Background: an optimization exercise with open tools, aiming at small area, a short achievable clock period and few clock cycles per item. Do not read the settings as production practice.
Only simulation tests tie the RTL to the original design; equivalence was not proved.
Power figures rest on the tool's default switching activity, not on a simulated workload.

$ cat flow/config.mk
export PLATFORM = sky130hd
export DESIGN_NAME = int8_matrix_vector_zero_point_core
export DESIGN_NICKNAME = int8_matrix_vector_zero_point_core
export VERILOG_FILES = /design/flow/design.v
export SDC_FILE = /design/flow/constraint.sdc
export NUM_CORES = 4
export LEC_CHECK = 0
export CAP_MARGIN = 20
export CORE_MARGIN = 2
export CORE_UTILIZATION = 62
export CTS_CLUSTER_DIAMETER = 60
export CTS_CLUSTER_SIZE = 35
export PLACE_DENSITY = 0.72
export SETUP_SLACK_MARGIN = 0.3
export SLEW_MARGIN = 20
export SYNTH_MEMORY_MAX_BITS = 16384
$ cat flow/constraint.sdc
create_clock -name core_clock -period 10.0 [get_ports {clock}]
set_input_delay 2.0000 -clock core_clock [delete_from_list [all_inputs] [get_ports {clock}]]
set_output_delay 2.0000 -clock core_clock [all_outputs]
set_load 0.01 [all_outputs]
$ cat flow/design.v
package i8mvz_pkg;
   typedef enum logic [0:0] {
      CMD_LOAD_VECTOR   = 1'b0,
      CMD_MATRIX_ELEMENT = 1'b1
   } cmd_type;
   localparam logic [1:0] CSR_ZERO_POINT  = 2'd0;
   localparam logic [1:0] CSR_COLS_IN_USE = 2'd1;
   localparam logic [1:0] CSR_ROWS_IN_USE = 2'd2;
   localparam int ElemWidth  = 8;
   localparam int IndexWidth = 10;
   localparam int ColsWidth  = 11;
   localparam int RowsWidth  = 16;
   localparam int SumWidth   = 32;
   localparam int CsrWidth   = 16;
   localparam logic [ColsWidth-1:0] ColsReset = 11'd1024;
   localparam logic [RowsWidth-1:0] RowsReset = 16'd1;
endpackage
module i8mvz_ram #(
   parameter int WIDTH = 8,
   parameter int DEPTH = 256,
   parameter int WSTEP = 32,
   parameter int RSTEP = 4
) (
   input  logic                             clock,
   input  logic                             wr_en,
   input  logic [$clog2(DEPTH/WSTEP)-1:0]   wr_point,
   input  logic [WIDTH-1:0]                 wr_data,
   input  logic [$clog2(DEPTH/RSTEP)-1:0]   rd_tap,
   output logic [WIDTH-1:0]                 rd_data
);
   localparam int NW = DEPTH / WSTEP;
   localparam int NT = DEPTH / RSTEP;
   logic [DEPTH*WIDTH-1:0] ring_ff;
   logic [DEPTH*WIDTH-1:0] ring_next;
   logic [NT*WIDTH-1:0]    taps;
   always_comb begin
      ring_next = {ring_ff[WIDTH-1:0], ring_ff[DEPTH*WIDTH-1:WIDTH]};
      for (int k = 0; k < NW; k++) begin
         if (wr_en && (32'(wr_point) == k)) begin
            ring_next[k*WSTEP*WIDTH +: WIDTH] = wr_data;
         end
      end
   end
   always_ff @(posedge clock) begin
      ring_ff <= ring_next;
   end
   for (genvar t = 0; t < NT; t++) begin : g_tap
      assign taps[t*WIDTH +: WIDTH] = ring_ff[t*RSTEP*WIDTH +: WIDTH];
   end
   assign rd_data = taps[rd_tap*WIDTH +: WIDTH];
endmodule
module int8_matrix_vector_zero_point_core #(
   parameter int MAX_COLS = 256
) (
   input  logic                                  clock,
   input  logic                                  reset,
   input  logic                                  req_valid,
   output logic                                  req_ready,
   input  logic                                  req_command,
   input  logic signed [i8mvz_pkg::ElemWidth-1:0] req_element,
   input  logic [i8mvz_pkg::IndexWidth-1:0]      req_element_index,
   output logic                                  rsp_valid,
   input  logic                                  rsp_ready,
   output logic signed [i8mvz_pkg::SumWidth-1:0] rsp_row_sum,
   output logic [i8mvz_pkg::RowsWidth-1:0]       rsp_row_index,
   output logic                                  rsp_last_row,
   input  logic                                  csr_write_enable,
   input  logic [1:0]                            csr_index,
   input  logic [i8mvz_pkg::CsrWidth-1:0]        csr_write_data
);
   localparam int AW   = $clog2(MAX_COLS);
   localparam int CW   = i8mvz_pkg::ColsWidth;
   localparam int RW   = i8mvz_pkg::RowsWidth;
   localparam int EW   = i8mvz_pkg::ElemWidth;
   localparam int SW   = i8mvz_pkg::SumWidth;
   localparam int AccW = 24;
   localparam int PW   = 2 * EW + 1;
   localparam int WSTEP = 32;
   localparam int WB    = $clog2(WSTEP);
   localparam int RSTEP = 4;
   localparam int TB    = $clog2(RSTEP);
   logic [EW-1:0] zero_point_ff;
   logic [AW:0]   cols_ff;
   logic [RW-1:0] rows_ff;
   logic [CW-1:0] csr_cols;
   assign csr_cols = csr_write_data[CW-1:0];
   always_ff @(posedge clock) begin
      if (reset) begin
         zero_point_ff <= '0;
         cols_ff       <= (AW+1)'(MAX_COLS);
         rows_ff       <= i8mvz_pkg::RowsReset;
      end else if (csr_write_enable) begin
         if (csr_index == i8mvz_pkg::CSR_ZERO_POINT) begin
            zero_point_ff <= csr_write_data[EW-1:0];
         end
         if (csr_index == i8mvz_pkg::CSR_COLS_IN_USE) begin
            if (csr_cols == '0) begin
               cols_ff <= (AW+1)'(1);
            end else if (32'(csr_cols) > MAX_COLS) begin
               cols_ff <= (AW+1)'(MAX_COLS);
            end else begin
               cols_ff <= (AW+1)'(csr_cols);
            end
         end
         if (csr_index == i8mvz_pkg::CSR_ROWS_IN_USE) begin
            rows_ff <= csr_write_data[RW-1:0];
         end
      end
   end
   logic          adv;
   logic          x_rowend_ff;
   assign adv = rsp_ready || !x_rowend_ff;
   logic          f_go;              
   logic          req_ready_ff;      
   logic          req_take;
   logic          k_valid_ff;
   logic          k_cmd_ff;
   logic [EW-1:0] k_elem_ff;
   logic [AW-1:0] k_idx_ff;
   logic          k_hi_ff;
   logic          f_valid_ff;
   logic          f_cmd_ff;
   logic [EW-1:0] f_elem_ff;
   logic [AW-1:0] f_idx_ff;
   logic          f_hi_ff;
   logic          req_hi;
   assign req_ready = req_ready_ff;
   assign req_take  = req_valid && req_ready_ff;
   assign req_hi    = (32'(req_element_index) >= MAX_COLS);
   always_ff @(posedge clock) begin
      if (reset) begin
         f_valid_ff   <= 1'b0;
         k_valid_ff   <= 1'b0;
         req_ready_ff <= 1'b1;
      end else if (f_go) begin
         f_valid_ff   <= k_valid_ff || req_take;
         k_valid_ff   <= 1'b0;
         req_ready_ff <= 1'b1;
      end else if (!k_valid_ff) begin
         k_valid_ff   <= req_take;
         req_ready_ff <= !req_take;
      end
   end
   always_ff @(posedge clock) begin
      if (f_go) begin
         if (k_valid_ff) begin
            f_cmd_ff  <= k_cmd_ff;
            f_elem_ff <= k_elem_ff;
            f_idx_ff  <= k_idx_ff;
            f_hi_ff   <= k_hi_ff;
         end else begin
            f_cmd_ff  <= req_command;
            f_elem_ff <= req_element;
            f_idx_ff  <= AW'(req_element_index);
            f_hi_ff   <= req_hi;
         end
      end
   end
   always_ff @(posedge clock) begin
      if (!k_valid_ff) begin
         k_cmd_ff  <= req_command;
         k_elem_ff <= req_element;
         k_idx_ff  <= AW'(req_element_index);
         k_hi_ff   <= req_hi;
      end
   end
   logic          f_mat;
   logic          f_load;
   logic          f_write;
   logic          f_block;
   logic [AW-1:0] mphase_ff;
   logic [AW:0]   colp_ff;
   logic [AW-1:0] rd_pos_ff;
   logic [AW-1:0] wr_q_ff;
   logic [AW-1:0] wr_q_new;
   logic          col_first;
   logic          col_last;
   logic [EW-1:0] ram_rd_data;
   assign f_mat     = f_valid_ff && (f_cmd_ff == i8mvz_pkg::CMD_MATRIX_ELEMENT);
   assign f_load    = f_valid_ff && (f_cmd_ff == i8mvz_pkg::CMD_LOAD_VECTOR);
   assign col_first = (colp_ff == (AW+1)'(1));
   assign col_last  = (colp_ff == cols_ff);
   assign f_write = f_load && !f_hi_ff && (wr_q_ff[WB-1:0] == WB'(1));
   assign f_block = (f_load && !f_hi_ff && (wr_q_ff[WB-1:0] != WB'(1)))
                    || (f_mat && (rd_pos_ff[TB-1:0] != '0));
   assign f_go    = adv && !f_block;
   assign wr_q_new = (k_valid_ff ? k_idx_ff : AW'(req_element_index)) + mphase_ff;
   always_ff @(posedge clock) begin
      if (f_go) begin
         wr_q_ff <= wr_q_new;
      end else begin
         wr_q_ff <= wr_q_ff - AW'(1);
      end
   end
   always_ff @(posedge clock) begin
      if (reset) begin
         mphase_ff <= '1;
      end else begin
         mphase_ff <= mphase_ff - AW'(1);
      end
   end
   always_ff @(posedge clock) begin
      if (reset) begin
         colp_ff <= (AW+1)'(1);
      end else if (f_go) begin
         if (f_load || (f_mat && col_last)) begin
            colp_ff <= (AW+1)'(1);
         end else if (f_mat) begin
            colp_ff <= colp_ff + (AW+1)'(1);
         end
      end
   end
   always_ff @(posedge clock) begin
      if (f_go && (f_load || (f_mat && col_last))) begin
         rd_pos_ff <= mphase_ff;
      end else if (!(f_go && f_mat)) begin
         rd_pos_ff <= rd_pos_ff - AW'(1);
      end
   end
   i8mvz_ram #(
      .WIDTH(EW),
      .DEPTH(MAX_COLS),
      .WSTEP(WSTEP),
      .RSTEP(RSTEP)
   ) u_vector_ram (
      .clock   (clock),
      .wr_en   (f_write),
      .wr_point(wr_q_ff[AW-1:WB]),
      .wr_data (f_elem_ff),
      .rd_tap  (rd_pos_ff[AW-1:TB]),
      .rd_data (ram_rd_data)
   );
   logic          s1_mat_ff, s1_load_ff, s1_first_ff, s1_last_ff;
   logic [EW-1:0] s1_elem_ff;
   logic [EW-1:0] s1_rd_ff;
   always_ff @(posedge clock) begin
      if (reset) begin
         s1_mat_ff  <= 1'b0;
         s1_load_ff <= 1'b0;
      end else if (adv) begin
         s1_mat_ff  <= f_mat && !f_block;
         s1_load_ff <= f_load && !f_block;
      end
   end
   always_ff @(posedge clock) begin
      if (adv) begin
         s1_first_ff <= col_first;
         s1_last_ff  <= col_last;
         s1_elem_ff  <= f_elem_ff;
         s1_rd_ff    <= ram_rd_data;
      end
   end
   logic [3:0]    b_p1, b_m1, b_p2, b_m2;
   logic [3:0]    b2, b1, b0;
   logic [EW:0]   s1_d, s1_nd;
   logic [PW-1:0] d_x, nd_x;
   logic [PW-1:0] pp [4];
   logic [PW-1:0] cs1_s, cs1_c;
   assign b2 = {s1_elem_ff[7], s1_elem_ff[5], s1_elem_ff[3], s1_elem_ff[1]};
   assign b1 = {s1_elem_ff[6], s1_elem_ff[4], s1_elem_ff[2], s1_elem_ff[0]};
   assign b0 = {s1_elem_ff[5], s1_elem_ff[3], s1_elem_ff[1], 1'b0};
   assign b_p1 = {4{s1_mat_ff}} & ~b2 & (b1 ^ b0);
   assign b_m1 = {4{s1_mat_ff}} & b2 & (b1 ^ b0);
   assign b_p2 = {4{s1_mat_ff}} & ~b2 & b1 & b0;
   assign b_m2 = {4{s1_mat_ff}} & b2 & ~b1 & ~b0;
   assign s1_d  = $signed({s1_rd_ff[EW-1], s1_rd_ff})
                  - $signed({zero_point_ff[EW-1], zero_point_ff});
   assign s1_nd = $signed({zero_point_ff[EW-1], zero_point_ff})
                  - $signed({s1_rd_ff[EW-1], s1_rd_ff});
   assign d_x   = {{(PW-EW-1){s1_d[EW]}}, s1_d};
   assign nd_x  = {{(PW-EW-1){s1_nd[EW]}}, s1_nd};
   always_comb begin
      for (int j = 0; j < 4; j++) begin
         pp[j] = (({PW{b_p1[j]}} & d_x) | ({PW{b_m1[j]}} & nd_x)
                  | ({PW{b_p2[j]}} & (d_x << 1)) | ({PW{b_m2[j]}} & (nd_x << 1)))
                 << (2 * j);
      end
      cs1_s = pp[0] ^ pp[1] ^ pp[2];
      cs1_c = (pp[0] & pp[1]) | (pp[0] & pp[2]) | (pp[1] & pp[2]);
   end
   logic          s2_mat_ff, s2_load_ff, s2_first_ff, s2_last_ff;
   logic [PW-1:0] s2_cs1_s_ff;
   logic [PW-2:2] s2_cs1_c_ff;
   logic [PW-1:6] s2_pp3_ff;
   always_ff @(posedge clock) begin
      if (reset) begin
         s2_mat_ff  <= 1'b0;
         s2_load_ff <= 1'b0;
      end else if (adv) begin
         s2_mat_ff  <= s1_mat_ff;
         s2_load_ff <= s1_load_ff;
      end
   end
   always_ff @(posedge clock) begin
      if (adv) begin
         s2_first_ff <= s1_first_ff && s1_mat_ff;
         s2_last_ff  <= s1_last_ff;
         s2_cs1_s_ff <= cs1_s;
         s2_cs1_c_ff <= cs1_c[PW-2:2];
         s2_pp3_ff   <= pp[3][PW-1:6];
      end
   end
   logic [PW-1:0] c1_x, p3_x;
   logic [PW-1:0] cs2_s, cs2_c;
   logic [PW-1:0] s2_prod;
   assign c1_x    = {s2_cs1_c_ff, 3'b000};
   assign p3_x    = {s2_pp3_ff, 6'b000000};
   assign cs2_s   = s2_cs1_s_ff ^ c1_x ^ p3_x;
   assign cs2_c   = ((s2_cs1_s_ff & c1_x) | (s2_cs1_s_ff & p3_x) | (c1_x & p3_x)) << 1;
   assign s2_prod = cs2_s + cs2_c;
   logic          s3_mat_ff, s3_load_ff, s3_first_ff, s3_last_ff;
   logic [PW-1:0] s3_prod_ff;
   always_ff @(posedge clock) begin
      if (reset) begin
         s3_mat_ff  <= 1'b0;
         s3_load_ff <= 1'b0;
      end else if (adv) begin
         s3_mat_ff  <= s2_mat_ff;
         s3_load_ff <= s2_load_ff;
      end
   end
   always_ff @(posedge clock) begin
      if (adv) begin
         s3_first_ff <= s2_first_ff;
         s3_last_ff  <= s2_last_ff;
         s3_prod_ff  <= s2_prod;
      end
   end
   logic [AccW-1:0] acc_ff;
   logic [AccW-1:0] s3_prod_x;
   logic [RW-1:0]   rsp_row_index_ff;
   logic            rsp_last_row_ff;
   logic            row_zero_ff;       
   logic            x_end;             
   logic [RW-1:0]   next_index;
   logic            next_last;
   assign s3_prod_x = {{(AccW-PW){s3_prod_ff[PW-1]}}, s3_prod_ff};
   always_ff @(posedge clock) begin
      if (reset) begin
         x_rowend_ff <= 1'b0;
      end else if (adv) begin
         x_rowend_ff <= s3_mat_ff && s3_last_ff;
      end
   end
   always_ff @(posedge clock) begin
      if (adv) begin
         acc_ff <= (s3_first_ff ? AccW'(0) : acc_ff) + s3_prod_x;
      end
   end
   assign x_end      = adv && s3_mat_ff && s3_last_ff;
   assign next_index = row_zero_ff ? '0 : (rsp_row_index_ff + RW'(1));
   assign next_last  = row_zero_ff ? (rows_ff <= RW'(1))
                       : ({1'b0, rsp_row_index_ff} + (RW+1)'(2) >= {1'b0, rows_ff});
   always_ff @(posedge clock) begin
      if (reset) begin
         row_zero_ff <= 1'b1;
      end else if (x_end) begin
         row_zero_ff <= next_last;
      end else if (adv && s3_load_ff) begin
         row_zero_ff <= 1'b1;
      end
   end
   always_ff @(posedge clock) begin
      if (x_end) begin
         rsp_row_index_ff <= next_index;
         rsp_last_row_ff  <= next_last;
      end
   end
   assign rsp_valid     = x_rowend_ff;
   assign rsp_row_sum   = {{(SW-AccW){acc_ff[AccW-1]}}, acc_ff};
   assign rsp_row_index = rsp_row_index_ff;
   assign rsp_last_row  = rsp_last_row_ff;
endmodule
$ cat flow/flow/run.sh
#!/bin/bash
# the standard flow (the standard.sh, standard synthesis unchanged) with two
# changes to how the layout is made:
#  - timing repair aims at a shorter clock period than the design's (a larger setup
#    margin); the design is still laid out and signed off at the design's period
#  - ports are buffered with buf_4 instead of the cell buffer_ports picks by default
# make's output goes to make.log; each ORFS step keeps its own log under orfs/logs.
set -euo pipefail
bash standard.sh SETUP_SLACK_MARGIN=6.6 \
   "BUFFER_PORTS_ARGS=-buffer_cell sky130_fd_sc_hd__buf_4" \
   finish > make.log 2>&1
$ cat flow/standard.sh
#!/bin/bash
# synth_recipe.tcl (not shown) runs the flow's synth.tcl, then flattens the netlist and writes it again
# the make line also repeats each setting of config.mk as NAME=value (left out here)
make -C /OpenROAD-flow-scripts/flow DESIGN_CONFIG=/design/flow/config.mk WORK_HOME=/design/flow/orfs CLKGATE_MAP_FILE= SYNTH_SCRIPT=/design/flow/synth_recipe.tcl "${@:-finish}"
==> reports/qor.csv, run 1 <==
metric;value;unit
Arr. time, crit path;1410;ps
Synth Area in Simple Gates;4.20;%
worst-path cell chain;buf_6 > buf_6;
register-to-register setup slack;6650;ps
CTS tree;done;
core box area;94900;µm²
Clock transition at path regs;120;ps
detailed-route via count;26800;
Synth Net Count;3913;
main combinational cell family by area after synthesis;multiplexers;
Hold Path Class;flop to flop;
# diodes;0;
worst slew pin tran;1130;ps
Worst R2R Start;s1_rd_ff[0]$_DFFE_PN_;
YS warnings;3;
Hold Path Stages;0;
MaxCap Viol Count;0;
die area;98100;µm²
initial antenna violation count;2;
post-synthesis area per instance;15.8;µm²
Final nets;4050;
CP Class;flop to output port;
Initial DRT Pass Iterations;6;
delay of the slowest cell on the worst path;430;ps
die width;313;µm
Util after Layout;69.5;%
Total GRT Usage;19.6;%
first-pass GRT wire length;149;mm
XOR/XNOR Fraction of Synth Area;1.47;%
Die Height;313;µm
Worst Path Required;8000;ps
Layout area overhead;11.2;%
Worst setup EP type;output port;
CTS buffer count;107;
post-synthesis register bit count;2269;
CP dominant cell by count;buf_6;
fin crit share;34.1;%
Setup-failing EPs final;0;
Layout fillers;6202;
IO Port Bufs;92;
grt ovf;0;
Seq/Total Area, Yosys;78.9;%
root buf cell;clkbuf_16;
HPWL reported at the end of detailed placement;58.0;mm
final critical-path required period;3410;ps
# clock sinks;2269;
share of post-route cells with drive strength above 1;16.1;%
routed vias/inst;5.09;
H-Tree Depth;3;
DR DRC count;0;
synthesized area;59300;µm²
crit path launch type;flop;
commonest non-fill, non-tap cell in the layout;dfxtp_1;
Routed Antenna Nets;0;
CP max FO;5;
Total Neg Setup Slack;0;ps
final slew viol count;0;
Fin Clk Skew;55.5;ps
compound-cell area share of the yosys netlist;3.53;%
RSZ-0062 raised after global routing;yes;
EDFF count, synth;134;
iteration-0 DRC count of the detailed router;1763;
Post-Synth Adder-Cell Area;2.68;%
largest net degree at the start of global routing;126;
maximum VDD drop;0.217;mV
power per cell area;246;nW/µm²
Starting Density;62.5;%
ys async rst share;0;%
mux contribution to synthesized area;7.98;%
pre-CTS WS;5560;ps
WL/cell;18.1;µm
Worst R2R End;s2_cs1_s_ff[15]$_DFFE_PN_;
most frequent cells in the layout;2135 x dfxtp_1, 169 x nor2_1, 160 x mux4_2, 134 x edfxtp_1, 128 x nand2_1;
critical path's slowest cell;edfxtp_1;
CP Capture Point;rsp_row_sum[28];
num rows;113;
headroom to the max-slew limit;24.7;%
I/O pins;93;
run status;no timing/DRC/antenna violations;
setup ws final;6590;ps
vias in the first global route;26200;
critical path launch point;acc_ff[23]$_DFFE_PN_;
leakage power;26.1;nW
synthesized netlist cell count;3759;
routed wire length;95.3;mm
RePlAce Congestion;0.894;
R2R depth;12;
ys flop type;dfxtp_1;
CTS Buffer Depth;3;
Unique masters post-synth;82;
Final Hold Viols;0;
f_max;293;MHz
Skew-Pair Late Insertion Delay;730;ps
-- through the flow --
step | hold WS, ps | std cells | area [µm²] | total power [mW]
5_1_grt | 303 | 5254 | 66000 | 16.8
3_3_place_gp | 310 | 5017 | 61300 | 10.9
6_report | 296 | 5254 | 66000 | 16.2
2_1_floorplan | 310 | 3759 | 59400 | 10.5
4_1_cts | 291 | 5244 | 65800 | 16.4
3_5_place_dp | 312 | 5017 | 61300 | 10.9
-- cells by family after synthesis --
family                     Yosys count
AOI/OAI and AO/OA                  325
xor gates and xnor gates            98
adders and majority gates          112
buffers and inverters              182
DFF                               2269
muxes                              262
and+or+nand+nor                    511
-- state kept, by name, summed over array words and instances (netlist names), 10 cells and up --
signal,cells
s2_cs1_s_ff,14
rows_ff,16
u_vector_ram.ring_ff,2048
acc_ff,24
s2_cs1_c_ff,12
rsp_row_index_ff,16
s2_pp3_ff,10
s3_prod_ff,17
-- metal layers --
layer / part of all wire, % / global-route usage [%]
met5: 0 / 0
met4: 2.5 / 6.10
met3: 4.4 / 2.76
met2: 44 / 29.8
met1: 49 / 29.3
-- critical path, delay by kind of cell (launching register included) --
family                 cells  cell delay, ps
DFF                        1             430
buffers and inverters      2             280
-- synthesized netlist by cell type, types with 5 or more instances --
cell type | instances | area, µm²
a211o_1 | 5 | 43.8
a211oi_1 | 18 | 135
a21o_1 | 21 | 158
a21oi_1 | 111 | 556
a22oi_1 | 27 | 203
a31oi_1 | 6 | 37.5
and2_1 | 8 | 50.1
and3_1 | 6 | 37.5
buf_1 | 17 | 63.8
buf_2 | 15 | 75.1
buf_4 | 11 | 82.6
clkbuf_1 | 65 | 244
dfxtp_1 | 2135 | 42700
edfxtp_1 | 134 | 4020
fa_1 | 25 | 500
ha_1 | 87 | 1090
inv_1 | 70 | 263
mux2_2 | 85 | 957
mux2i_1 | 16 | 160
mux4_2 | 160 | 3600
nand2_1 | 129 | 484
nand2b_1 | 24 | 150
nand3_1 | 26 | 130
nand3b_1 | 8 | 60.1
nand4_1 | 16 | 100
nor2_1 | 171 | 642
nor2b_1 | 36 | 225
nor3_1 | 27 | 135
nor3b_1 | 9 | 67.6
nor4_1 | 11 | 68.8
o211a_1 | 5 | 50.1
o211ai_1 | 9 | 67.6
o21a_1 | 12 | 90.1
o21ai_0 | 52 | 260
o22ai_1 | 13 | 81.3
o31ai_1 | 5 | 37.5
or2_2 | 5 | 31.3
or3_1 | 12 | 75.1
xnor2_1 | 56 | 490
xor2_1 | 41 | 359
-- layout make-up --
type                    count  area (µm²)  share of cell area [%]
flip-flops and latches   2269       46800                    70.9
clock buffers             116        2780                    4.22
clock inverters            86        1290                    1.95
multi-input cells        1308       12100                    18.3
inverters                  72         299                   0.453
repair buffers            138        1180                    1.79
well taps                1265        1580                    2.40
-- where the power goes --
| group | internal (mW) | total (mW) | switching (mW) |
|---|---|---|---|
| Sequential | 9.24 | 9.37 | 0.130 |
| Combinational | 0.619 | 1.40 | 0.779 |
| Clock | 2.37 | 5.47 | 3.10 |
-- worst min-delay path by stage --
stage / slack (ps) / endpoint / from
4_1_cts: 290 / u_vector_ram.ring_ff[1926]$_DFF_P_ / u_vector_ram.ring_ff[1934]$_DFF_P_
6_report: 300 / u_vector_ram.ring_ff[1350]$_DFF_P_ / u_vector_ram.ring_ff[1358]$_DFF_P_
5_1_grt: 300 / u_vector_ram.ring_ff[1926]$_DFF_P_ / u_vector_ram.ring_ff[1934]$_DFF_P_
2_1_floorplan: 310 / u_vector_ram.ring_ff[1000]$_DFF_P_ / u_vector_ram.ring_ff[1008]$_DFF_P_
3_3_place_gp: 310 / u_vector_ram.ring_ff[46]$_DFF_P_ / u_vector_ram.ring_ff[54]$_DFF_P_
3_5_place_dp: 310 / u_vector_ram.ring_ff[1142]$_DFF_P_ / u_vector_ram.ring_ff[1150]$_DFF_P_
-- what timing repair did --
action	in CTS	in global routing
gates resized for setup	43	22
cloned	1	0
setup buffers	24	10
hold buffers	0	0
pin swaps	9	9
endpoints found under the setup margin	65	33
Testbench counts, summed over its fixed seeds: cycles 74,919, items 71,425.
==> run 2, diff against run 1 <==
--- a/flow/flow/run.sh
+++ b/flow/flow/run.sh
@@ -7,5 +7,5 @@
 # make's output goes to make.log; each ORFS step keeps its own log under orfs/logs.
 set -euo pipefail
-bash standard.sh SETUP_SLACK_MARGIN=6.6 \
+bash standard.sh SETUP_SLACK_MARGIN=7.0 \
    "BUFFER_PORTS_ARGS=-buffer_cell sky130_fd_sc_hd__buf_4" \
    finish > make.log 2>&1
--- a/flow/config.mk
+++ b/flow/config.mk
@@ -8,8 +8,8 @@
 export CAP_MARGIN = 20
 export CORE_MARGIN = 2
-export CORE_UTILIZATION = 62
+export CORE_UTILIZATION = 55
 export CTS_CLUSTER_DIAMETER = 60
-export CTS_CLUSTER_SIZE = 35
-export PLACE_DENSITY = 0.72
+export CTS_CLUSTER_SIZE = 30
+export PLACE_DENSITY = 0.65
 export SETUP_SLACK_MARGIN = 0.3
 export SLEW_MARGIN = 20
==> run 2 against run 1 <==
Utilization is 6.5 points lower. Clock-buffer cell count grew 15. Area after synthesis stayed put. Cell count up 4.0%. Flip-flop and latch count is the same. Critical endpoint is now rsp_row_sum[26]. Largest cell class unchanged.
==> reports/qor.csv, run 2 <==
metric;value;unit
run status;no timing/DRC/antenna violations;
maximum VDD drop;0.162;mV
XOR/XNOR Fraction of Synth Area;1.47;%
most frequent cells after synthesis;2135 x dfxtp_1, 171 x nor2_1, 160 x mux4_2;
Arr. time, crit path;1390;ps
Die Height;332;µm
Synth Net Count;3913;
MaxCap Viol Count;0;
f_max;295;MHz
Unique masters post-synth;82;
Routed Antenna Nets;0;
routed wire length;99.8;mm
first-pass GRT wire length;153;mm
Synth Area in Simple Gates;4.20;%
hold path start;u_vector_ram.ring_ff[1936]$_DFF_P_;
YS warnings;3;
Worst Path Required;8000;ps
Final nets;4122;
Placed Cells incl. Taps;5160;
H-Tree Depth;3;
Hold Path Stages;0;
cell with the most instances after synthesis;dfxtp_1;
post-synthesis area per instance;15.8;µm²
leakage power;26.7;nW
post-place instance area;61700;µm²
area occupied by multi-input gates;12500;µm²
RePlAce Congestion;0.883;
biggest regs;u_vector_ram.ring_ff (2048), acc_ff (24), s3_prod_ff (17);
HPWL reported at the end of detailed placement;59.1;mm
IO Port Bufs;92;
power per cell area;246;nW/µm²
Post-Synth Adder-Cell Area;2.68;%
commonest non-fill, non-tap cell in the layout;dfxtp_1;
num rows;120;
met3 GRT Util;2.71;%
max FFs per register;2048;
Worst R2R Start;s1_rd_ff[0]$_DFFE_PN_;
Layout area overhead;13.8;%
CTS tree;done;
met2 Use GR;27.2;%
Clock transition at path regs;100;ps
worst slew pin tran;1090;ps
detailed-route via count;27200;
Final Hold Viols;0;
Setup-failing EPs final;0;
FF+latch area;46800;µm²
final critical-path required period;3390;ps
largest area contributor in the netlist;dfxtp_1;
Post-Layout Cell Count;5466;
fin crit share;33.9;%
Layout fillers;7786;
Worst setup EP type;output port;
WHS Endpoint;u_vector_ram.ring_ff[1928]$_DFF_P_;
RSZ-0062 raised after global routing;yes;
CP max FO;5;
share of post-route cells with drive strength above 1;19.3;%
synth top area cells;dfxtp_1 72%, edfxtp_1 6.8%, mux4_2 6.1%, ha_1 1.8%, mux2_2 1.6%;
vias in the first global route;26500;
initial antenna violation count;4;
Util after Layout;63.1;%
Initial DRT Pass Iterations;5;
CTS Buffer Depth;3;
Yosys top cell area share;72.1;%
hold buffers post-CTS;0;
I/O pins;93;
WL/cell;18.3;µm
compound-cell area share of the yosys netlist;3.53;%
main combinational cell family by area after synthesis;multiplexers;
EDFF count, synth;134;
die width;332;µm
mux contribution to synthesized area;7.98;%
CTS buffer count;114;
iteration-0 DRC count of the detailed router;1713;
ys flop type;dfxtp_1;
Total GRT Usage;17.8;%
gr busiest metal;met2;
Hold Path Class;flop to flop;
final slew viol count;0;
CP Class;flop to output port;
routed vias/inst;4.97;
# clock sinks;2269;
register-to-register setup slack;6750;ps
Fin Clk Skew;29.2;ps
Total Neg Setup Slack;0;ps
Seq/Total Area, Yosys;78.9;%
synthesized area;59300;µm²
most frequent cells in the layout;2131 x dfxtp_1, 160 x mux4_2, 160 x nor2_1, 134 x edfxtp_1, 129 x buf_4;
# diodes;0;
R2R depth;11;
Worst R2R End;s2_cs1_s_ff[15]$_DFFE_PN_;
GR Util met1;26.4;%
ys async rst share;0;%
Skew-Pair Late Insertion Delay;710;ps
post-synthesis register bit count;2269;
core box area;107000;µm²
Starting Density;55.4;%
Finished Cell Area;67500;µm²
headroom to the max-slew limit;27.2;%
crit path launch type;flop;
grt ovf;0;
DR DRC count;0;
largest net degree at the start of global routing;109;
synthesized netlist cell count;3759;
root buf cell;clkbuf_16;
die area;110000;µm²
Final Power;16.6;mW
Largest Register;u_vector_ram.ring_ff;
==> run 2: changes by cell type in the layout (fill, tap and decap cells not counted), sizes merged <==
cell	delta
inv	-6
bufinv	+2
clkbuf	+18
buf	+62
clkinvlp	+8
clkinv	-10
==> run 2: through the flow <==
stage | hold slack (ps) | setup WS [ps]
after floorplan | 310 | 6270
after global routing | 320 | 6560
after global placement | 310 | 5830
after CTS | 322 | 6580
final | 321 | 6610
after detailed placement | 312 | 5810
==> run 2: cells by family after synthesis <==
group           Yosys count
buf+inv                 182
mux                     262
simple gates            511
xor+xnor                 98
compound gates          325
fa+ha+maj               112
flops                  2269
==> run 2: worst max-delay path by stage <==
stage | from | end | depth (start not counted)
finish | acc_ff[23]$_DFFE_PN_ | rsp_row_sum[26] | 2
global route | acc_ff[23]$_DFFE_PN_ | rsp_row_sum[27] | 2
CTS | acc_ff[23]$_DFFE_PN_ | rsp_row_sum[31] | 2
detailed placement | rsp_ready | colp_ff[0]$_SDFFE_PP1P_ | 7
global placement | rsp_ready | colp_ff[0]$_SDFFE_PP1P_ | 7
floorplan | req_element_index[0] | wr_q_ff[6]$_DFF_P_ | 10
==> run 2: critical path, cell delays in order (launching register included) <==
cell and delay [ps]:
edfxtp_1 430, buf_6 160, buf_6 110
==> run 2: timing repair <==
item | CTS | global route
setup endpoints to repair | 120 | 96
gates cloned | 1 | 3
buffers inserted | 57 | 34
resized for setup | 113 | 73
pin swaps | 41 | 37
==> run 2: cell type report <==
type,instances,area share (%)
clock inverters,80,1.72
flip-flops and latches,2269,69.3
inverters,72,0.439
clock buffers,131,4.57
multi-input cells,1308,18.5
well taps,1403,2.60
repair buffers,203,2.90
==> run 2: metal layers <==
layer,part of all wire (%),wire [µm]
met1,49,48900
met2,45,44600
met3,4.2,4160
met4,2.2,2230
met5,0,0
==> run 2: report_power, final <==
group	internal (mW)	switching, mW
logic	0.750	0.869
clock network	2.56	3.06
registers	9.24	0.130
==> run 3, diff against run 2 <==
--- a/flow/design.v
+++ b/flow/design.v
@@ -172,6 +172,7 @@
    logic [AW:0]   colp_ff;
    logic [AW-1:0] rd_pos_ff;
-   logic [AW-1:0] wr_q_ff;
-   logic [AW-1:0] wr_q_new;
+   logic [WB-1:0]    wlo_ff;         
+   logic [AW-WB-1:0] whi_ff;         
+   logic             f_wpoint_ok;
    logic          col_first;
    logic          col_last;
@@ -181,22 +182,15 @@
    assign col_first = (colp_ff == (AW+1)'(1));
    assign col_last  = (colp_ff == cols_ff);
-   assign f_write = f_load && !f_hi_ff && (wr_q_ff[WB-1:0] == WB'(1));
-   assign f_block = (f_load && !f_hi_ff && (wr_q_ff[WB-1:0] != WB'(1)))
-                    || (f_mat && (rd_pos_ff[TB-1:0] != '0));
-   assign f_go    = adv && !f_block;
-   assign wr_q_new = (k_valid_ff ? k_idx_ff : AW'(req_element_index)) + mphase_ff;
+   assign f_wpoint_ok = (f_idx_ff[WB-1:0] == wlo_ff);
+   assign f_write     = f_load && !f_hi_ff && f_wpoint_ok;
+   assign f_block     = (f_load && !f_hi_ff && !f_wpoint_ok)
+                        || (f_mat && (rd_pos_ff[TB-1:0] != '0));
+   assign f_go        = adv && !f_block;
+   logic [AW-1:0] mphase_next;
+   assign mphase_next = reset ? '1 : (mphase_ff - AW'(1));
    always_ff @(posedge clock) begin
-      if (f_go) begin
-         wr_q_ff <= wr_q_new;
-      end else begin
-         wr_q_ff <= wr_q_ff - AW'(1);
-      end
-   end
-   always_ff @(posedge clock) begin
-      if (reset) begin
-         mphase_ff <= '1;
-      end else begin
-         mphase_ff <= mphase_ff - AW'(1);
-      end
+      mphase_ff <= mphase_next;
+      wlo_ff    <= WB'(~mphase_next) + WB'(1);
+      whi_ff    <= mphase_next[AW-1:WB] + (AW-WB)'(mphase_next[WB-1:0] != '0);
    end
    always_ff @(posedge clock) begin
@@ -226,5 +220,5 @@
       .clock   (clock),
       .wr_en   (f_write),
-      .wr_point(wr_q_ff[AW-1:WB]),
+      .wr_point(f_idx_ff[AW-1:WB] + whi_ff),
       .wr_data (f_elem_ff),
       .rd_tap  (rd_pos_ff[AW-1:TB]),
--- a/flow/flow/run.sh
+++ b/flow/flow/run.sh
@@ -7,5 +7,5 @@
 # make's output goes to make.log; each ORFS step keeps its own log under orfs/logs.
 set -euo pipefail
-bash standard.sh SETUP_SLACK_MARGIN=7.0 \
+bash standard.sh SETUP_SLACK_MARGIN=6.6 \
    "BUFFER_PORTS_ARGS=-buffer_cell sky130_fd_sc_hd__buf_4" \
    finish > make.log 2>&1
--- a/flow/config.mk
+++ b/flow/config.mk
@@ -8,8 +8,8 @@
 export CAP_MARGIN = 20
 export CORE_MARGIN = 2
-export CORE_UTILIZATION = 55
-export CTS_CLUSTER_DIAMETER = 60
-export CTS_CLUSTER_SIZE = 30
-export PLACE_DENSITY = 0.65
+export CORE_UTILIZATION = 62
+export CTS_CLUSTER_DIAMETER = 65
+export CTS_CLUSTER_SIZE = 35
+export PLACE_DENSITY = 0.72
 export SETUP_SLACK_MARGIN = 0.3
 export SLEW_MARGIN = 20
==> run 3 against run 2 <==
Design area down 4.3%. Clock power fell by 13%. Clock skew increased by 6.9 ps. Synthesized cell count fell by 3.8%. Critical path type unchanged. Largest cell class unchanged.
==> reports/qor.csv, run 3 <==
metric;value;unit
DR DRC count;0;
f_max;294;MHz
vias in the first global route;25400;
Arr. time, crit path;1400;ps
HPWL reported at the end of detailed placement;56.0;mm
Fin Clk Skew;36.1;ps
worst slew pin tran;1160;ps
H-Tree Depth;3;
largest net degree at the start of global routing;131;
core box area;93600;µm²
leakage power;25.6;nW
Hold Path Class;flop to flop;
Worst setup EP type;output port;
IO Port Bufs;92;
synthesized netlist cell count;3618;
crit path launch type;flop;
Clock transition at path regs;120;ps
fin crit share;34.0;%
Final nets;3909;
initial antenna violation count;3;
Die Height;312;µm
Starting Density;62.8;%
Total Neg Setup Slack;0;ps
ys async rst share;0;%
Seq/Total Area, Yosys;79.9;%
RSZ-0062 raised after global routing;yes;
commonest non-fill, non-tap cell in the layout;dfxtp_1;
routed vias/inst;5.05;
Layout area overhead;9.94;%
largest area contributor in the netlist;dfxtp_1;
Unique masters post-synth;74;
die area;97300;µm²
power per cell area;241;nW/µm²
biggest regs;u_vector_ram.ring_ff (2048), acc_ff (24), s3_prod_ff (17);
Final Hold Viols;0;
CTS Buffer Depth;3;
CTS buffer count;94;
ys flop type;dfxtp_1;
cell with the most instances after synthesis;dfxtp_1;
# diodes;0;
synthesized area;58800;µm²
Layout fillers;6164;
I/O pins;93;
iteration-0 DRC count of the detailed router;1591;
Routed Antenna Nets;0;
setup ws final;6600;ps
pre-CTS WS;5900;ps
Synth Net Count;3768;
detailed-route via count;25600;
root buf cell;clkbuf_16;
Yosys top cell area share;72.7;%
most frequent cells after synthesis;2134 x dfxtp_1, 168 x mux4_2, 142 x edfxtp_1;
RePlAce Congestion;0.893;
YS warnings;3;
Worst Path Required;8000;ps
synth top area cells;dfxtp_1 73%, edfxtp_1 7.3%, mux4_2 6.4%, ha_1 1.8%, mux2_2 1.6%;
CP max FO;5;
Total GRT Usage;19.0;%
num rows;112;
Initial DRT Pass Iterations;6;
max FFs per register;2048;
CTS tree;done;
WL/cell;18.2;µm
first-pass GRT wire length;144;mm
maximum VDD drop;0.202;mV
post-synthesis register bit count;2276;
MaxCap Viol Count;0;
routed wire length;92.2;mm
EDFF count, synth;142;
grt ovf;0;
Largest Register;u_vector_ram.ring_ff;
Skew-Pair Late Insertion Delay;720;ps
Final Power;15.6;mW
headroom to the max-slew limit;22.5;%
share of post-route cells with drive strength above 1;15.1;%
final critical-path required period;3400;ps
final slew viol count;0;
Setup-failing EPs final;0;
run status;no timing/DRC/antenna violations;
most frequent cells in the layout;2134 x dfxtp_1, 168 x mux4_2, 142 x edfxtp_1, 123 x nor2_1, 116 x buf_4;
CP Class;flop to output port;
# clock sinks;2276;
die width;312;µm
post-synthesis area per instance;16.2;µm²
hold buffers post-CTS;0;
-- run 3: cell types whose count changed in the layout (fill, tap and decap cells not counted), sizes merged, moves of 9 or more --
cell	delta
buf	-66
nor2	-48
clkbuf	-28
nand2	-18
nand3	+18
a211oi	-16
a21oi	-15
o21ai	-13
inv	-9
o22ai	-9
-- run 3: cell families after synthesis --
| kind of cell | Yosys count | share of synthesized area [%] |
|---|---|---|
| XOR/XNOR | 100 | 1.49 |
| flip-flops | 2276 | 79.9 |
| AND/OR/NAND/NOR | 448 | 3.74 |
| AO/OA/AOI/OAI | 265 | 2.95 |
| buffers and inverters | 164 | 1.13 |
| multiplexers | 257 | 8.13 |
| adder cells (fa/ha/maj) | 108 | 2.62 |
-- run 3: cell type report --
cell class | instances | area (µm²) | share of cell area (%)
Sequential cell | 2276 | 47000 | 72.7
Clock inverter | 56 | 893 | 1.38
Multi-Input combinational cell | 1178 | 11300 | 17.5
Clock buffer | 105 | 2420 | 3.75
Tap cell | 1254 | 1570 | 2.43
Inverter | 74 | 282 | 0.436
Timing Repair Buffer | 135 | 1170 | 1.81
-- run 3: report_power, final --
group	internal (mW)	switching, mW	total (mW)
Combinational	0.587	0.742	1.33
Sequential	9.28	0.111	9.39
Clock	1.99	2.89	4.88
Total	11.9	3.74	15.6
-- run 3: path summary, 6_finish.rpt --
kind / from / end / cells past startpoint / slack, ps
worst max-delay path: acc_ff[23]$_DFFE_PN_ / rsp_row_sum[26] / 2 / 6600
worst min-delay path: u_vector_ram.ring_ff[505]$_DFF_P_ / u_vector_ram.ring_ff[497]$_DFF_P_ / 0 / 310
worst max register to register: s1_rd_ff[2]$_DFFE_PN_ / s2_cs1_s_ff[11]$_DFFE_PN_ / 10 / 6650
worst min register to register: u_vector_ram.ring_ff[505]$_DFF_P_ / u_vector_ram.ring_ff[497]$_DFF_P_ / 0 / 310
-- run 3: repair_timing --
item                                    CTS  global route
cloned                                    1             1
endpoints found under the hold margin     0             0
resized for setup                        19            23
pin swaps                                 3             6
endpoints found under the setup margin   42            26
buffers inserted                         20             6
-- run 3: stage by stage --
step                      util, %  cell area [µm²]  hold slack (ps)  std cells
after detailed placement     65.0            60800              312       4889
final                        69.0            64600              308       5078
after floorplan                 -            58800              310       3618
after global routing         69.0            64600              322       5078
after global placement       65.0            60800              310       4889
after CTS                    68.8            64400              312       5071
-- run 3: routing by layer --
layer  part of all wire (%)  vias up  track usage (%)
met1                     49    12500             28.0
met3                    3.8      141             2.86
met5                      0        -                0
met4                    2.5        0             5.40
li1                       -    12600                -
met2                     45      443             29.6
-- run 3: critical path, stage by stage (launching register included) --
cell      delay [ps]
edfxtp_1         430
buf_6            160
buf_6            110
Testbench counts of run 3, summed over its fixed seeds: cycles 74,919, items 71,425.
==> run 4, diff against run 3 <==
--- a/flow/config.mk
+++ b/flow/config.mk
@@ -10,6 +10,6 @@
 export CORE_UTILIZATION = 62
 export CTS_CLUSTER_DIAMETER = 65
-export CTS_CLUSTER_SIZE = 35
-export PLACE_DENSITY = 0.72
+export CTS_CLUSTER_SIZE = 32
+export PLACE_DENSITY = 0.85
 export SETUP_SLACK_MARGIN = 0.3
 export SLEW_MARGIN = 20
==> run 4 against run 3 <==
Still clean on timing, DRC and antenna. Clock-buffer cell count shrank 3. Cell count is 0.37% lower. Power shrank 1.7%. Die area unchanged. Critical endpoint is now rsp_row_index[14]. Highest routed layer unchanged.
==> reports/qor.csv, run 4 <==
metric;value;unit
Setup-failing EPs final;0;
Clk network pwr share;30.1;%
CTS tree;done;
final critical-path required period;3360;ps
core box area;93600;µm²
post-synthesis register bit count;2276;
Seq pwr share;61.2;%
Power Internal;11.7;mW
CTS Buffer Depth;3;
HPWL reported at the end of detailed placement;64.5;mm
Fin Clk Skew;52.6;ps
synthesized area;58800;µm²
synthesized netlist cell count;3618;
root buf cell;clkbuf_16;
critical path's slowest cell;edfxtp_1;
synth top area cells;dfxtp_1 73%, edfxtp_1 7.3%, mux4_2 6.4%, ha_1 1.8%, mux2_2 1.6%;
Initial DRT Pass Iterations;6;
die width;312;µm
Routed Antenna Nets;0;
RePlAce Congestion;0.883;
Synth Net Count;3768;
Yosys top cell area share;72.7;%
Placed Cells incl. Taps;4890;
CP max FO;7;
cell family with most CP delay;flip-flops;
setup ws final;6640;ps
max FFs per register;2048;
initial antenna violation count;1;
met3 GRT Util;3.03;%
grt ovf;0;
headroom to the max-slew limit;33.2;%
Starting Density;62.8;%
f_max;298;MHz
routed wire length;115;mm
iteration-0 DRC count of the detailed router;2082;
Worst Path Required;8000;ps
worst-path cell chain;buf_4;
RSZ-0062 raised after global routing;yes;
Seq/Total Area, Yosys;79.9;%
vias in the first global route;28400;
first-pass GRT wire length;176;mm
H-Tree Depth;3;
run status;no timing/DRC/antenna violations;
met2 Use GR;41.5;%
Total GRT Usage;23.8;%
pre-CTS WS;5820;ps
gr busiest metal;met2;
largest area contributor in the netlist;dfxtp_1;
worst slew pin tran;1000;ps
WL/cell;22.8;µm
CTS buffer count;90;
Hold Path Class;flop to flop;
Total Neg Setup Slack;0;ps
delay of the slowest cell on the worst path;500;ps
Arr. time, crit path;1360;ps
power per cell area;239;nW/µm²
Largest Register;u_vector_ram.ring_ff;
leakage power;25.3;nW
Die Height;312;µm
Sw Pwr;3.63;mW
biggest regs;u_vector_ram.ring_ff (2048), acc_ff (24), s3_prod_ff (17);
IO Port Bufs;92;
Skew-Pair Late Insertion Delay;700;ps
fin crit share;33.6;%
final slew viol count;0;
commonest non-fill, non-tap cell in the layout;dfxtp_1;
hold buffers post-CTS;0;
most frequent cells after synthesis;2134 x dfxtp_1, 168 x mux4_2, 142 x edfxtp_1;
die area;97300;µm²
DR DRC count;0;
MaxCap Viol Count;0;
CP Class;flop to output port;
Final Power;15.3;mW
EDFF count, synth;142;
Unique masters post-synth;74;
largest net degree at the start of global routing;131;
maximum VDD drop;0.253;mV
Post-Layout Cell Count;5059;
I/O pins;93;
# clock sinks;2276;
Sw Ratio;23.7;%
Final nets;3911;
share of post-route cells with drive strength above 1;14.5;%
YS warnings;3;
ys async rst share;0;%
Worst setup EP type;output port;
num rows;112;
Clock transition at path regs;110;ps
Final Hold Viols;0;
crit path launch type;flop;
Layout area overhead;9.02;%
most frequent cells in the layout;2134 x dfxtp_1, 168 x mux4_2, 142 x edfxtp_1, 132 x buf_4, 122 x nor2_1;
combinational power share;8.8;%
GR Util met1;30.6;%
ys flop type;dfxtp_1;
Buf/Inv on CP;1;
post-synthesis area per instance;16.2;µm²
cell with the most instances after synthesis;dfxtp_1;
register-to-register setup slack;6680;ps
detailed-route via count;27000;
routed vias/inst;5.33;
==> run 4: cell counts after synthesis <==
No cell type changed its count.
==> run 4: final timing paths <==
| kind | startpoint | endpoint | cells past startpoint |
|---|---|---|---|
| max | rsp_row_index_ff[14]$_SDFFCE_PP0P_ | rsp_row_index[14] | 1 |
| min reg2reg | u_vector_ram.ring_ff[1276]$_DFF_P_ | u_vector_ram.ring_ff[1268]$_DFF_P_ | 0 |
| min | u_vector_ram.ring_ff[1276]$_DFF_P_ | u_vector_ram.ring_ff[1268]$_DFF_P_ | 0 |
| max reg2reg | f_idx_ff[5]$_DFFE_PP_ | u_vector_ram.ring_ff[1793]$_DFF_P_ | 7 |
==> run 4: logic make-up (layout without fill, tap and decap cells) <==
| logic type | count (synthesis) | in the layout | share of synthesized area, % |
|---|---|---|---|
| AOI/OAI and AO/OA | 265 | 265 | 2.95 |
| adders and majority gates | 108 | 108 | 2.62 |
| and+or+nand+nor | 448 | 448 | 3.74 |
| buffers and inverters | 164 | 349 | 1.13 |
| other | 0 | 2 | 0 |
| DFF | 2276 | 2276 | 79.9 |
| muxes | 257 | 257 | 8.13 |
| xor gates and xnor gates | 100 | 100 | 1.49 |
==> run 4: power groups by stage <==
stage          clock (mW)  sequential, mW  combinational (mW)
2_1_floorplan           0            9.55               0.915
3_3_place_gp            0            9.57                1.25
3_5_place_dp            0            9.58                1.28
4_1_cts              4.65            9.38                1.34
5_1_grt              4.94            9.39                1.44
6_report             4.61            9.38                1.34
==> run 4: layout make-up <==
type | instances | area [µm²]
repair buffers | 141 | 1170
inverters | 74 | 282
flip-flops and latches | 2276 | 47000
diodes | 2 | 5.00
well taps | 1254 | 1570
clock inverters | 32 | 458
multi-input cells | 1178 | 11300
fillers | 5588 | 29500
clock buffers | 102 | 2340
==> run 4: metal layers <==
| metal | share of wire, % | vias to the layer above |
|---|---|---|
| li1 | - | 12500 |
| met1 | 41 | 13500 |
| met2 | 51 | 749 |
| met3 | 3.9 | 221 |
| met4 | 3.6 | 0 |
| met5 | 0 | - |
==> run 4: repair_timing <==
action,4_1_cts,5_1_grt
setup endpoints to repair,127,120
pin swaps,2,6
gates cloned,1,0
setup buffers,10,21
gates resized for setup,12,14
==> run 4: metrics by stage <==
step | util, % | hold slack, ps | instance area, µm²
CTS | 68.2 | 292 | 63800
detailed placement | 65.0 | 312 | 60800
finish | 68.4 | 288 | 64100
global placement | 65.0 | 309 | 60800
floorplan | - | 310 | 58800
global route | 68.4 | 295 | 64100
==> run 5, diff against run 4 <==
--- a/flow/config.mk
+++ b/flow/config.mk
@@ -11,5 +11,5 @@
 export CTS_CLUSTER_DIAMETER = 65
 export CTS_CLUSTER_SIZE = 32
-export PLACE_DENSITY = 0.85
+export PLACE_DENSITY = 0.72
 export SETUP_SLACK_MARGIN = 0.3
 export SLEW_MARGIN = 20
==> run 5 against run 4 <==
Flip-flop and latch count is the same. Via count is 4.6% lower. Sequential power hardly changed. Clock power grew 4%. Fmax decreased by 1.4%. Utilization increased by 0.48 points. Combinational power about the same. Clock-buffer cell count up 4. Routed wire length decreased by 20%. Largest cell class unchanged. Highest routed layer unchanged. Clock skew decreased by 12 ps. Power rose by 1.0%. Still clean.
==> reports/qor.csv, run 5 <==
metric;value;unit
Starting Density;62.8;%
largest area contributor in the netlist;dfxtp_1;
most frequent cells in the layout;2134 x dfxtp_1, 168 x mux4_2, 142 x edfxtp_1, 123 x nor2_1, 119 x buf_4;
initial antenna violation count;3;
hold buffers post-CTS;0;
CTS tree;done;
Post-Layout Cell Count;5074;
MaxCap Viol Count;0;
RePlAce Congestion;0.893;
compound-cell area share of the yosys netlist;2.95;%
biggest regs;u_vector_ram.ring_ff (2048), acc_ff (24), s3_prod_ff (17);
first-pass GRT wire length;145;mm
delay of the slowest cell on the worst path;440;ps
num rows;112;
maximum VDD drop;0.175;mV
headroom to the max-slew limit;18.2;%
grt ovf;0;
YS warnings;3;
EDFF count, synth;142;
CP dominant cell by count;buf_6;
Fin Clk Skew;40.7;ps
combinational power share;8.6;%
main combinational cell family by area after synthesis;multiplexers;
f_max;294;MHz
Sw Ratio;23.7;%
power per cell area;240;nW/µm²
critical path's slowest cell;edfxtp_1;
synthesized netlist cell count;3618;
largest net degree at the start of global routing;131;
ys flop type;dfxtp_1;
setup ws final;6590;ps
final slew viol count;0;
die width;312;µm
# clock sinks;2276;
Unique masters post-synth;74;
CTS Buffer Depth;3;
Worst setup EP type;output port;
Initial DRT Pass Iterations;6;
crit path launch type;flop;
Synth Area in Simple Gates;3.74;%
DR DRC count;0;
Layout area overhead;9.79;%
synth top area cells;dfxtp_1 73%, edfxtp_1 7.3%, mux4_2 6.4%, ha_1 1.8%, mux2_2 1.6%;
Final nets;3914;
max FFs per register;2048;
routed wire length;92.7;mm
run status;no timing/DRC/antenna violations;
Sw Pwr;3.67;mW
routed vias/inst;5.07;
mux contribution to synthesized area;8.13;%
CP Class;flop to output port;
Post-Synth Adder-Cell Area;2.62;%
vias in the first global route;25500;
post-synthesis area per instance;16.2;µm²
Clock transition at path regs;110;ps
Final Power;15.5;mW
CP max FO;5;
HPWL reported at the end of detailed placement;56.0;mm
XOR/XNOR Fraction of Synth Area;1.49;%
Skew-Pair Late Insertion Delay;700;ps
share of post-route cells with drive strength above 1;15.1;%
Synth Net Count;3768;
Die Height;312;µm
Buf/Inv on CP;2;
die area;97300;µm²
cell family with most CP delay;flip-flops;
IO Port Bufs;92;
Placed Cells incl. Taps;4889;
most frequent cells after synthesis;2134 x dfxtp_1, 168 x mux4_2, 142 x edfxtp_1;
detailed-route via count;25700;
root buf cell;clkbuf_16;
Seq/Total Area, Yosys;79.9;%
Yosys top cell area share;72.7;%
worst slew pin tran;1230;ps
synthesized area;58800;µm²
pre-CTS WS;5900;ps
worst-path cell chain;buf_6 > buf_6;
iteration-0 DRC count of the detailed router;1747;
I/O pins;93;
Worst Path Required;8000;ps
Layout fillers;6230;
H-Tree Depth;3;
Arr. time, crit path;1410;ps
WL/cell;18.3;µm
leakage power;25.5;nW
RSZ-0062 raised after global routing;yes;
Power Internal;11.8;mW
Total GRT Usage;19.1;%
Clk network pwr share;30.8;%
CTS buffer count;96;
fin crit share;34.1;%
Final Hold Viols;0;
Total Neg Setup Slack;0;ps
Hold Path Class;flop to flop;
post-synthesis register bit count;2276;
commonest non-fill, non-tap cell in the layout;dfxtp_1;
Setup-failing EPs final;0;
Routed Antenna Nets;0;
Seq pwr share;60.6;%
Largest Register;u_vector_ram.ring_ff;
ys async rst share;0;%
cell with the most instances after synthesis;dfxtp_1;
final critical-path required period;3410;ps
core box area;93600;µm²
-- run 5: path summary, 6_finish.rpt --
path	startpoint	to	slack, ps	cells past startpoint
hold reg to reg	u_vector_ram.ring_ff[342]$_DFF_P_	u_vector_ram.ring_ff[334]$_DFF_P_	320	0
hold / removal	u_vector_ram.ring_ff[342]$_DFF_P_	u_vector_ram.ring_ff[334]$_DFF_P_	320	0
setup reg to reg	s1_rd_ff[2]$_DFFE_PN_	s2_cs1_s_ff[11]$_DFFE_PN_	6680	10
setup / recovery	acc_ff[23]$_DFFE_PN_	rsp_row_sum[26]	6590	2
-- run 5: layer usage --
layer	share of wire (%)	global-route usage [%]
met1	48	27.9
met2	46	30.2
met3	3.5	2.81
met4	2.5	5.52
met5	0	0
-- run 5: cell type report --
cell class                 instances  area (µm²)  area share (%)
inverter                          74         282           0.436
clock buffer                     106        2480            3.85
clock inverter                    47         709            1.10
multi-input combinational       1178       11300            17.5
timing repair buffer             138        1190            1.85
antenna                            1        2.50         0.00388
sequential                      2276       47000            72.8
tap                             1254        1570            2.43
-- run 5: cell families (layout without fill, tap and decap cells) --
group,count (synthesis),after routing
AOI/OAI and AO/OA,265,265
buffers and inverters,164,365
xor gates and xnor gates,100,100
other,0,1
adders and majority gates,108,108
and+or+nand+nor,448,448
muxes,257,257
DFF,2276,2276
-- run 5: per-stage QoR --
step	util, %	hold slack [ps]	cell area (µm²)
6_report	68.9	315	64500
5_1_grt	68.9	317	64500
4_1_cts	68.7	314	64300
3_5_place_dp	65.0	312	60800
3_3_place_gp	65.0	310	60800
2_1_floorplan	-	310	58800
-- run 5: power by group through the flow --
stage / logic [mW] / registers (mW) / clock network, mW
2_1_floorplan: 0.915 / 9.55 / 0
4_1_cts: 1.31 / 9.39 / 4.89
3_3_place_gp: 1.25 / 9.60 / 0
5_1_grt: 1.44 / 9.41 / 5.20
3_5_place_dp: 1.27 / 9.60 / 0
6_report: 1.33 / 9.39 / 4.78
-- run 5: what timing repair did --
item / in CTS / in global routing
endpoints found under the setup margin: 42 / 28
pin swaps: 3 / 7
resized for setup: 14 / 31
buffers inserted: 20 / 9
gates cloned: 1 / 1
==> run 6, diff against run 5 <==
--- a/flow/config.mk
+++ b/flow/config.mk
@@ -9,7 +9,7 @@
 export CORE_MARGIN = 2
 export CORE_UTILIZATION = 62
-export CTS_CLUSTER_DIAMETER = 65
-export CTS_CLUSTER_SIZE = 32
-export PLACE_DENSITY = 0.72
+export CTS_CLUSTER_DIAMETER = 58
+export CTS_CLUSTER_SIZE = 30
+export PLACE_DENSITY = 0.85
 export SETUP_SLACK_MARGIN = 0.3
 export SLEW_MARGIN = 20
==> run 6 against run 5 <==
Still clean on timing, DRC and antenna. Clock skew increased by 3.0 ps. Via count increased by 5.3%. Power increased by 1.5%. Non-clock buffer count did not move. First-iteration DRC count increased by 29%. Synthesized cell count did not move. Clock-buffer cell count grew 6.
==> reports/qor.csv, run 6 <==
metric;value;unit
run status;no timing/DRC/antenna violations;
post-synthesis area per instance;16.2;µm²
Synth Net Count;3768;
Seq/Total Area, Yosys;79.9;%
worst slew pin tran;1140;ps
initial antenna violation count;0;
ys async rst share;0;%
most frequent cells in the layout;2134 x dfxtp_1, 168 x mux4_2, 142 x edfxtp_1, 129 x buf_4, 122 x nor2_1;
vias in the first global route;28800;
Worst setup EP type;flop;
Routed Antenna Nets;0;
Starting Density;62.8;%
power per cell area;244;nW/µm²
maximum VDD drop;0.240;mV
leakage power;25.6;nW
Arr. time, crit path;4040;ps
EDFF count, synth;142;
Clock transition at path regs;110;ps
num rows;112;
CTS Buffer Depth;3;
Final Power;15.7;mW
synthesized area;58800;µm²
post-place instance area;60800;µm²
critical path's slowest cell;nor3b_4;
final slew viol count;0;
headroom to the max-slew limit;23.8;%
delay of the slowest cell on the worst path;630;ps
die area;97300;µm²
RSZ-0062 raised after global routing;yes;
RePlAce Congestion;0.883;
Fin Clk Skew;43.7;ps
routed vias/inst;5.32;
Yosys top cell area share;72.7;%
Final nets;3922;
CP Class;flop to flop;
Layout area overhead;9.87;%
largest area contributor in the netlist;dfxtp_1;
core box area;93600;µm²
crit path launch type;flop;
Initial DRT Pass Iterations;6;
post-synthesis register bit count;2276;
DR DRC count;0;
share of post-route cells with drive strength above 1;15.4;%
Total GRT Usage;23.8;%
MaxCap Viol Count;0;
grt ovf;0;
Worst Path Required;10590;ps
Placed Cells incl. Taps;4890;
worst-path cell chain;ha_1 > fa_1 > xnor2_1 > nand2_1 > nor3b_4 > buf_4 > mux2_2;
Largest Register;u_vector_ram.ring_ff;
hold buffers post-CTS;0;
first-pass GRT wire length;176;mm
Post-Layout Cell Count;5090;
IO Port Bufs;92;
Layout fillers;5533;
die width;312;µm
H-Tree Depth;3;
final critical-path required period;3450;ps
max FFs per register;2048;
# diodes;0;
most frequent cells after synthesis;2134 x dfxtp_1, 168 x mux4_2, 142 x edfxtp_1;
CTS buffer count;104;
# clock sinks;2276;
Final Hold Viols;0;
CP max FO;5;
Hold Path Class;flop to flop;
CTS tree;done;
synthesized netlist cell count;3618;
Total Neg Setup Slack;0;ps
Final Hold Slack;298;ps
root buf cell;clkbuf_16;
Unique masters post-synth;74;
largest net degree at the start of global routing;131;
ys flop type;dfxtp_1;
iteration-0 DRC count of the detailed router;2260;
detailed-route via count;27100;
Die Height;312;µm
fin crit share;34.5;%
Skew-Pair Late Insertion Delay;720;ps
YS warnings;3;
I/O pins;93;
f_max;290;MHz
biggest regs;u_vector_ram.ring_ff (2048), acc_ff (24), s3_prod_ff (17);
routed wire length;118;mm
synth top area cells;dfxtp_1 73%, edfxtp_1 7.3%, mux4_2 6.4%, ha_1 1.8%, mux2_2 1.6%;
HPWL reported at the end of detailed placement;64.5;mm
Finished Cell Area;64600;µm²
cell with the most instances after synthesis;dfxtp_1;
Setup-failing EPs final;0;
WL/cell;23.3;µm
commonest non-fill, non-tap cell in the layout;dfxtp_1;
==> run 6: cell counts after synthesis <==
Identical to the previous run, type by type.
==> run 6: worst max-delay path, delay by kind of cell, from the launching register on <==
family	cells	cell delay, ps
buffers and inverters	1	360
xor gates and xnor gates	1	570
adders and majority gates	2	630
muxes	1	390
DFF	1	390
and+or+nand+nor	2	1000
==> run 6: path summary, 6_finish.rpt <==
kind,end,slack (ps),from,cells past startpoint
worst max-delay path,u_vector_ram.ring_ff[1543]$_DFF_P_,6550,f_idx_ff[5]$_DFFE_PP_,7
worst max register to register,u_vector_ram.ring_ff[1543]$_DFF_P_,6550,f_idx_ff[5]$_DFFE_PP_,7
worst min-delay path,u_vector_ram.ring_ff[1220]$_DFF_P_,300,u_vector_ram.ring_ff[1228]$_DFF_P_,0
worst min register to register,u_vector_ram.ring_ff[1220]$_DFF_P_,300,u_vector_ram.ring_ff[1228]$_DFF_P_,0
==> run 6: cells by family (layout without fill, tap and decap cells) <==
kind of cell	count (synthesis)	in the layout	share of synthesized area, %
xor+xnor	100	100	1.49
flops	2276	2276	79.9
mux	257	257	8.13
compound gates	265	265	2.95
buf+inv	164	382	1.13
fa+ha+maj	108	108	2.62
simple gates	448	448	3.74
==> run 6: area by class of cell <==
class	instances	area, µm²	area share (%)
clock buffer	112	2650	4.11
clock inverter	58	671	1.04
inverter	74	282	0.436
multi-input combinational	1178	11300	17.5
sequential	2276	47000	72.8
tap	1254	1570	2.43
timing repair buffer	138	1140	1.76
==> run 6: power by group <==
| group | total (mW) | internal, mW | switching (mW) |
|---|---|---|---|
| clock | 5.02 | 2.06 | 2.96 |
| combinational | 1.33 | 0.568 | 0.763 |
| sequential | 9.38 | 9.28 | 0.101 |
==> run 6: per-layer routing <==
metal	part of all wire [%]	wire length [µm]	vias to the layer above	track usage, %
li1	-	-	12600	-
met1	41	48400	13600	29.8
met2	52	61400	720	42.7
met3	3.6	4310	222	2.96
met4	3.6	4210	0	7.81
met5	0	0	-	0
==> run 6: timing repair <==
item,4_1_cts,5_1_grt
pin swaps,1,8
setup endpoints to repair,122,39
resized for setup,11,17
cloned,1,0
setup buffers,12,17
==> run 6: metrics by stage <==
step	setup WS, ps	utilization, %
4_1_cts	6570	68.7
2_1_floorplan	5930	-
3_3_place_gp	5870	65.0
6_report	6550	69.0
5_1_grt	6510	69.0
3_5_place_dp	5820	65.0
==> run 7, diff against run 6 <==
--- a/flow/config.mk
+++ b/flow/config.mk
@@ -8,8 +8,8 @@
 export CAP_MARGIN = 20
 export CORE_MARGIN = 2
-export CORE_UTILIZATION = 62
-export CTS_CLUSTER_DIAMETER = 58
-export CTS_CLUSTER_SIZE = 30
-export PLACE_DENSITY = 0.85
+export CORE_UTILIZATION = 70
+export CTS_CLUSTER_DIAMETER = 55
+export CTS_CLUSTER_SIZE = 28
+export PLACE_DENSITY = 0.8
 export SETUP_SLACK_MARGIN = 0.3
 export SLEW_MARGIN = 20
==> run 7 against run 6 <==
Design area up 1.2%. Critical path type is now flop to output port. Clock-buffer cell count increased by 21. Flip-flop and latch count did not move. Global-route usage rose by 5.2 points. Utilization increased by 9.4 points. Die area fell by 11%.
==> reports/qor.csv, run 7 <==
metric;value;unit
CP Class;flop to output port;
Yosys top cell area share;72.7;%
initial antenna violation count;5;
Setup-failing EPs final;0;
Die Height;294;µm
CTS tree;done;
WL met2;63.3;mm
post-synthesis area per instance;16.2;µm²
Seq/Total Area, Yosys;79.9;%
root buf cell;clkbuf_16;
EDFF count, synth;142;
Total GRT Usage;28.9;%
num rows;106;
hold buffers post-CTS;0;
Placed Cells incl. Taps;4719;
IO Port Bufs;92;
Final nets;3938;
leakage power;26.0;nW
synthesized area;58800;µm²
Initial DRT Pass Iterations;5;
detailed-route via count;27400;
ys async rst share;0;%
Routed met3 length;4.65;mm
Unique masters post-synth;74;
routed wire length;122;mm
pre-CTS WS;5930;ps
Arr. time, crit path;1430;ps
HPWL reported at the end of detailed placement;63.3;mm
Fin Clk Skew;60.5;ps
share of post-route cells with drive strength above 1;16.5;%
synth top area cells;dfxtp_1 73%, edfxtp_1 7.3%, mux4_2 6.4%, ha_1 1.8%, mux2_2 1.6%;
maximum VDD drop;0.281;mV
Worst setup EP type;output port;
setup ws final;6570;ps
FF+latch area;47000;µm²
Post-Layout Cell Count;4964;
power per cell area;253;nW/µm²
routed vias/inst;5.53;
cell with the most instances after synthesis;dfxtp_1;
biggest regs;u_vector_ram.ring_ff (2048), acc_ff (24), s3_prod_ff (17);
Worst Path Required;8000;ps
Layout area overhead;11.2;%
Largest Register;u_vector_ram.ring_ff;
MaxCap Viol Count;0;
YS warnings;3;
fin crit share;34.3;%
CP max FO;5;
Synth Net Count;3768;
H-Tree Depth;3;
worst slew pin tran;1050;ps
final slew viol count;0;
CTS buffer count;116;
f_max;292;MHz
Routed Antenna Nets;0;
Total Neg Setup Slack;0;ps
I/O pins;93;
largest area contributor in the netlist;dfxtp_1;
most frequent cells after synthesis;2134 x dfxtp_1, 168 x mux4_2, 142 x edfxtp_1;
grt ovf;0;
CTS Buffer Depth;3;
Clock transition at path regs;130;ps
synthesized netlist cell count;3618;
largest net degree at the start of global routing;131;
commonest non-fill, non-tap cell in the layout;dfxtp_1;
die width;294;µm
crit path launch type;flop;
Hold Path Class;flop to flop;
final critical-path required period;3430;ps
post-synthesis register bit count;2276;
max FFs per register;2048;
ys flop type;dfxtp_1;
most frequent cells in the layout;2134 x dfxtp_1, 168 x mux4_2, 142 x edfxtp_1, 123 x buf_4, 121 x nor2_1;
# clock sinks;2276;
iteration-0 DRC count of the detailed router;1791;
Final Power;16.6;mW
first-pass GRT wire length;187;mm
die area;86300;µm²
run status;no timing/DRC/antenna violations;
RSZ-0062 raised after global routing;yes;
DR DRC count;0;
Met1 Wirelength;51.2;mm
DR top layer;met5;
area occupied by multi-input gates;11300;µm²
RePlAce Congestion;0.856;
vias in the first global route;29700;
Final Hold Viols;0;
WL/cell;24.7;µm
headroom to the max-slew limit;29.9;%
Layout fillers;4060;
Starting Density;70.5;%
core box area;83400;µm²
Skew-Pair Late Insertion Delay;750;ps
[run 7: cell counts after synthesis]
Identical to the previous run, type by type.
[run 7: worst paths after layout]
check / to / slack (ps) / from / cells past startpoint
max: rsp_row_sum[26] / 6570 / acc_ff[23]$_DFFE_PN_ / 2
min reg2reg: u_vector_ram.ring_ff[1137]$_DFF_P_ / 300 / u_vector_ram.ring_ff[1145]$_DFF_P_ / 0
max reg2reg: s1_rd_ff[7]$_DFFE_PN_ / 6700 / rd_pos_ff[2]$_DFFE_PP_ / 5
min: u_vector_ram.ring_ff[1137]$_DFF_P_ / 300 / u_vector_ram.ring_ff[1145]$_DFF_P_ / 0
[run 7: logic make-up after synthesis]
kind of cell	count (synthesis)	share of synthesized area (%)
adders and majority gates	108	2.62
DFF	2276	79.9
buffers and inverters	164	1.13
and+or+nand+nor	448	3.74
xor gates and xnor gates	100	1.49
AOI/OAI and AO/OA	265	2.95
muxes	257	8.13
[run 7: cell type report]
cell class / instances / share of cell area, %
Sequential cell: 2276 / 71.9
Multi-Input combinational cell: 1178 / 17.3
Inverter: 74 / 0.431
Antenna cell: 4 / 0.0153
Clock buffer: 133 / 4.74
Clock inverter: 77 / 1.72
Timing Repair Buffer: 142 / 1.84
Tap cell: 1080 / 2.07
[run 7: metal layers]
layer | vias to the layer above | global-route usage, %
met4 | 2 | 8.85
met1 | 14000 | 37.8
met2 | 663 | 50.8
met3 | 174 | 3.61
li1 | 12600 | -
met5 | - | 0
[run 7: what timing repair did]
item / in CTS / in global routing
resized for setup: 19 / 31
setup endpoints to repair: 50 / 43
pin swaps: 3 / 2
buffers inserted: 19 / 10
gates cloned: 1 / 0
[run 7: worst max-delay path, cell delays in order, from the launching register on]
cell	delay, ps
edfxtp_1	440
buf_6	160
buf_6	120
[run 7: per-stage QoR]
step / utilization, % / area (µm²) / hold slack [ps]
after floorplan: - / 58800 / 310
after global placement: 72.7 / 60600 / 310
after detailed placement: 72.7 / 60600 / 312
after CTS: 78.1 / 65100 / 306
after global routing: 78.4 / 65400 / 306
final: 78.4 / 65400 / 301
[run 7: power by group]
part           switching, mW  internal (mW)
Clock                   3.18           2.63
Sequential             0.110           9.28
Combinational          0.796          0.579

## re-timing with driven ports
The results above use ideal ports. As a check the final layouts listed here were re-extracted and re-timed, cells and wires unchanged. Step 1 sets driving cells, clkbuf_16 on the clock port and buf_2 on the other inputs (assumed; they add their load-dependent delay and slew). Step 2, shift: input delay + t, output delay - t, t = (earliest + latest rising clock arrival at the registers) / 2. This alone moves slack from input paths to output paths. a / b / c = ideal ports / drivers / drivers and shift; a / b = the first two.
run | shift t [ns] | slack for setup (ns)
run 1 | 0.768 | 6.589 / 6.526 / 6.010
run 2 | 0.765 | 6.610 / 6.544 / 6.064
run 3 | 0.750 | 6.600 / 6.538 / 6.074
run 4 | 0.748 | 6.640 / 6.570 / 6.049
run 5 | 0.750 | 6.594 / 6.532 / 6.051
run 6 | 0.764 | 6.550 / 6.550 / 5.924
run 7 | 0.778 | 6.573 / 6.504 / 5.955
After both steps every run listed still meets setup and hold.
